Context: an optimization exercise on an open-source flow, tuned for small area. The choices shown serve that exercise and are no tape-out recipe. In this exercise RTL edits were held to simulation tests only and were not proved equivalent to the original. Power is estimated from default activity; no workload was simulated.

## v17
// reg_file_2r1w
module reg_file_2r1w #(
   parameter int                    DATA_WIDTH = 32,
   parameter logic [DATA_WIDTH-1:0] SP_RESET   = '0
) (
   input  logic                  Clk,
   input  logic                  Rst,
   input  logic [4:0]            ReadRegister1,
   input  logic [4:0]            ReadRegister2,
   input  logic [4:0]            WriteRegister,
   input  logic [DATA_WIDTH-1:0] WriteData,
   input  logic                  RegWrite,
   input  logic [4:0]            DebugRegister,
   output logic [DATA_WIDTH-1:0] ReadData1,
   output logic [DATA_WIDTH-1:0] ReadData2,
   output logic [DATA_WIDTH-1:0] DebugData
);
Size in the first run: about 150 I/O pins.
==> module reg_file_2r1w, before the edit <==
module reg_file_2r1w #(
   parameter int                    DATA_WIDTH = 32,
   parameter logic [DATA_WIDTH-1:0] SP_RESET   = '0
) (
   input  logic                  Clk,
   input  logic                  Rst,
   input  logic [4:0]            ReadRegister1,
   input  logic [4:0]            ReadRegister2,
   input  logic [4:0]            WriteRegister,
   input  logic [DATA_WIDTH-1:0] WriteData,
   input  logic                  RegWrite,
   input  logic [4:0]            DebugRegister,
   output logic [DATA_WIDTH-1:0] ReadData1,
   output logic [DATA_WIDTH-1:0] ReadData2,
   output logic [DATA_WIDTH-1:0] DebugData
);
   logic [31:0][DATA_WIDTH-1:0] r_data;
   logic                        r_clear;
   logic [31:0]                 w_we;
   always_comb begin
      for (int i = 0; i < 32; i++)
         w_we[i] = RegWrite && !Rst && (WriteRegister == 5'(i)) && (i != 0);
   end
   always_ff @(posedge Clk or posedge Rst) begin
      if (Rst) r_clear <= 1'b1;
      else     r_clear <= 1'b0;
   end
   localparam logic [4:0] SP_INDEX = 5'd29;
   logic [31:0]                 w_keep;
   logic [31:0][DATA_WIDTH-1:0] w_next;
   assign w_keep = ~(w_we | {32{r_clear}});
   for (genvar i = 1; i < 32; i++) begin : g_row
      for (genvar j = 0; j < DATA_WIDTH; j++) begin : g_col
         if (i == SP_INDEX && SP_RESET[j]) begin : g_one
            assign w_next[i][j] = w_we[i] ? WriteData[j] : (r_clear || r_data[i][j]);
         end else begin : g_zero
            rf_hold u_hold (.we(w_we[i]), .wd(WriteData[j]), .keep(w_keep[i]), .q(r_data[i][j]),
                            .d(w_next[i][j]));
         end
      end
   end
   always_ff @(posedge Clk) begin
      for (int i = 1; i < 32; i++)
         r_data[i] <= w_next[i];
   end
   logic w_bypass1, w_bypass2;
   assign w_bypass1 = RegWrite && !Rst && (WriteRegister == ReadRegister1) && (ReadRegister1 != 5'd0);
   assign w_bypass2 = RegWrite && !Rst && (WriteRegister == ReadRegister2) && (ReadRegister2 != 5'd0);
   logic [31:0] w_sel1, w_sel2, w_seld;
   always_comb begin
      w_sel1[0] = w_bypass1;
      w_sel2[0] = w_bypass2;
      w_seld[0] = 1'b0;
      for (int i = 1; i < 32; i++) begin
         w_sel1[i] = (ReadRegister1 == 5'(i)) && !r_clear && !w_bypass1;
         w_sel2[i] = (ReadRegister2 == 5'(i)) && !r_clear && !w_bypass2;
         w_seld[i] = (DebugRegister == 5'(i)) && !r_clear;
      end
   end
   logic w_sp1, w_sp2, w_spd;
   assign w_sp1 = (ReadRegister1 == SP_INDEX) && r_clear && !w_bypass1;
   assign w_sp2 = (ReadRegister2 == SP_INDEX) && r_clear && !w_bypass2;
   assign w_spd = (DebugRegister == SP_INDEX) && r_clear;
   for (genvar j = 0; j < DATA_WIDTH; j++) begin : g_bit
      logic [31:0] w_col;    
      logic        w_rd1, w_rd2, w_rdd;
      assign w_col[0] = WriteData[j];
      for (genvar i = 1; i < 32; i++) begin : g_reg
         assign w_col[i] = r_data[i][j];
      end
      rf_read_bit32 u_rd1 (.sel(w_sel1),       .d(w_col),       .y(w_rd1));
      rf_read_bit32 u_rd2 (.sel(w_sel2),       .d(w_col),       .y(w_rd2));
      rf_read_dbg31 u_dbg (.sel(w_seld[31:1]), .d(w_col[31:1]), .y(w_rdd));
      assign ReadData1[j] = w_rd1 || (w_sp1 && SP_RESET[j]);
      assign ReadData2[j] = w_rd2 || (w_sp2 && SP_RESET[j]);
      assign DebugData[j] = w_rdd || (w_spd && SP_RESET[j]);
   end
endmodule
export LEC_CHECK = 0
export CAP_MARGIN = 20
export CORE_MARGIN = 2
export CORE_UTILIZATION = 40
export GPL_TIMING_DRIVEN = 0
export PLACE_DENSITY = 0.5
export SETUP_SLACK_MARGIN = 0.2
export SLEW_MARGIN = 20
export SYNTH_HIERARCHICAL = 1
export SYNTH_MINIMUM_KEEP_SIZE = 0
create_clock -name core_clock -period 8.0 [get_ports {Clk}]
standard.sh (not shown) runs the stock make flow with config.mk's settings and CLKGATE_MAP_FILE= SYNTH_SCRIPT=/design/flow/synth_recipe.tcl, a recipe that flattens the netlist after the stock synthesis.
==> flow/flow/run.sh <==
#!/bin/bash
# Layout flow: the standard synthesis, then the combinational logic rebuilt
# by gen_netlist.py around the standard synthesis's flip-flops, then the
# standard ORFS layout steps on that netlist, with smaller port buffers and
# clock-tree buffers.
set -euo pipefail
R=orfs/results/sky130hd/reg_file_2r1w/base

# 1. standard synthesis, unchanged
bash standard.sh synth > synth.log 2>&1
cp $R/1_2_yosys.v standard_netlist.v

# 2. hand-mapped logic around the same flip-flops (same names, cells, Q nets)
python3 flow/gen_netlist.py standard_netlist.v custom_netlist.v > gen_netlist.log 2>&1
# prove it equivalent to the standard netlist; keep the standard one otherwise
sed "s#LIBERTY#$FLOW_HOME/platforms/$FLOW_PLATFORM/lib/sky130_fd_sc_hd__tt_025C_1v80.lib#" \
  flow/equiv.ys > equiv.ys
YOSYS=$(command -v yosys || echo "$FLOW_HOME/../tools/install/yosys/bin/yosys")
if "$YOSYS" -q -l equiv.log equiv.ys > /dev/null 2>&1; then
  cp custom_netlist.v $R/1_2_yosys.v
  rm -f $R/1_synth.odb
fi

# 3. standard layout steps from the new netlist
export BUFFER_PORTS_ARGS="-buffer_cell sky130_fd_sc_hd__buf_2"
export CTS_ARGS="-sink_clustering_enable -repair_clock_nets -dont_use_dummy_load -buf_list {sky130_fd_sc_hd__clkbuf_4} -sink_clustering_size 7 -sink_clustering_max_diameter 70"
bash standard.sh finish > layout.log 2>&1
Other scripts of this flow, unchanged in this note and not shown: flow/flow/equiv.ys, flow/flow/gen_netlist.py
Edits applied to the flow inputs when going from v17 to v28:
-- flow/design.v --
<<< v17, line 26
      else     r_clear <= 1'b0;
   end
   localparam logic [4:0] SP_INDEX = 5'd29;
   logic [31:0]                 w_keep;
   logic [31:0][DATA_WIDTH-1:0] w_next;
>>> v28, line 26
      else     r_clear <= 1'b0;
   end
   logic [31:0]                 w_keep;
   logic [31:0][DATA_WIDTH-1:0] w_next;
<<< v17, line 32
   for (genvar i = 1; i < 32; i++) begin : g_row
      for (genvar j = 0; j < DATA_WIDTH; j++) begin : g_col
         if (i == SP_INDEX && SP_RESET[j]) begin : g_one
            assign w_next[i][j] = w_we[i] ? WriteData[j] : (r_clear || r_data[i][j]);
         end else begin : g_zero
            rf_hold u_hold (.we(w_we[i]), .wd(WriteData[j]), .keep(w_keep[i]), .q(r_data[i][j]),
                            .d(w_next[i][j]));
         end
      end
   end
>>> v28, line 31
   for (genvar i = 1; i < 32; i++) begin : g_row
      for (genvar j = 0; j < DATA_WIDTH; j++) begin : g_col
         rf_hold u_hold (.we(w_we[i]), .wd(WriteData[j]), .keep(w_keep[i]), .q(r_data[i][j]),
                         .d(w_next[i][j]));
      end
   end
<<< v17, line 58
      end
   end
   logic w_sp1, w_sp2, w_spd;
   assign w_sp1 = (ReadRegister1 == SP_INDEX) && r_clear && !w_bypass1;
   assign w_sp2 = (ReadRegister2 == SP_INDEX) && r_clear && !w_bypass2;
   assign w_spd = (DebugRegister == SP_INDEX) && r_clear;
   for (genvar j = 0; j < DATA_WIDTH; j++) begin : g_bit
      logic [31:0] w_col;    
      logic        w_rd1, w_rd2, w_rdd;
      assign w_col[0] = WriteData[j];
      for (genvar i = 1; i < 32; i++) begin : g_reg
         assign w_col[i] = r_data[i][j];
      end
      rf_read_bit32 u_rd1 (.sel(w_sel1),       .d(w_col),       .y(w_rd1));
      rf_read_bit32 u_rd2 (.sel(w_sel2),       .d(w_col),       .y(w_rd2));
      rf_read_dbg31 u_dbg (.sel(w_seld[31:1]), .d(w_col[31:1]), .y(w_rdd));
      assign ReadData1[j] = w_rd1 || (w_sp1 && SP_RESET[j]);
      assign ReadData2[j] = w_rd2 || (w_sp2 && SP_RESET[j]);
      assign DebugData[j] = w_rdd || (w_spd && SP_RESET[j]);
   end
endmodule
>>> v28, line 53
      end
   end
   for (genvar j = 0; j < DATA_WIDTH; j++) begin : g_bit
      logic [31:0] w_col;    
      assign w_col[0] = WriteData[j];
      for (genvar i = 1; i < 32; i++) begin : g_reg
         assign w_col[i] = r_data[i][j];
      end
      rf_read_bit32 u_rd1 (.sel(w_sel1),       .d(w_col),       .y(ReadData1[j]));
      rf_read_bit32 u_rd2 (.sel(w_sel2),       .d(w_col),       .y(ReadData2[j]));
      rf_read_dbg31 u_dbg (.sel(w_seld[31:1]), .d(w_col[31:1]), .y(DebugData[j]));
   end
endmodule
- v28: flow completed, timing, DRC and antenna clean
- v17 → v28: post-layout total power has remained practically unchanged; highest achievable clock rate has remained practically unchanged; final layout net count has remained practically unchanged.
- v28 and v17 ended up with roughly the same clock network fraction of total power.
- Summary of v28 over v17: peak per-stage delay on the critical path level; number of buffers created by CTS level; final setup slack of the worst path level; routed length on met3 level.
- Between v17 and v28, the design area does not differ in any meaningful way.
- Count of sequential standard cells came out exactly the same in v17 and v28.
- Final cell count came out exactly the same in v17 and v28.

-- separate check: timing with driven ports --
In the flow no input, the clock included, has a driving cell. The finished layouts below were timed again as built, in two steps. Step 1 (the two cells are an assumption about what drives the block):
set clk [get_ports {Clk}]
set_driving_cell -lib_cell sky130_fd_sc_hd__clkbuf_16 $clk
set_driving_cell -lib_cell sky130_fd_sc_hd__buf_2 [delete_from_list [all_inputs] $clk]
Step 2, shift: input delay + t, output delay - t, t = (earliest + latest rising clock arrival at the registers) / 2. This alone moves slack from input paths to output paths. Three values: ideal ports, drivers, drivers and shift; two values: the first two.
run | t, ns | setup WS [ns] | worst hold slack (ns) | latest minus earliest clock arrival (ns) | worst register clock-pin slew, ns
v17 | 1.182 | 1.247 / 1.225 / 1.225 | 0.532 / 0.532 / 0.532 | 0.083 / 0.082 | 0.10 / 0.10
v28 | 1.182 | 1.247 / 1.225 / 1.225 | 0.532 / 0.532 / 0.532 | 0.083 / 0.082 | 0.10 / 0.10
After both steps setup and hold are still met in every run listed.
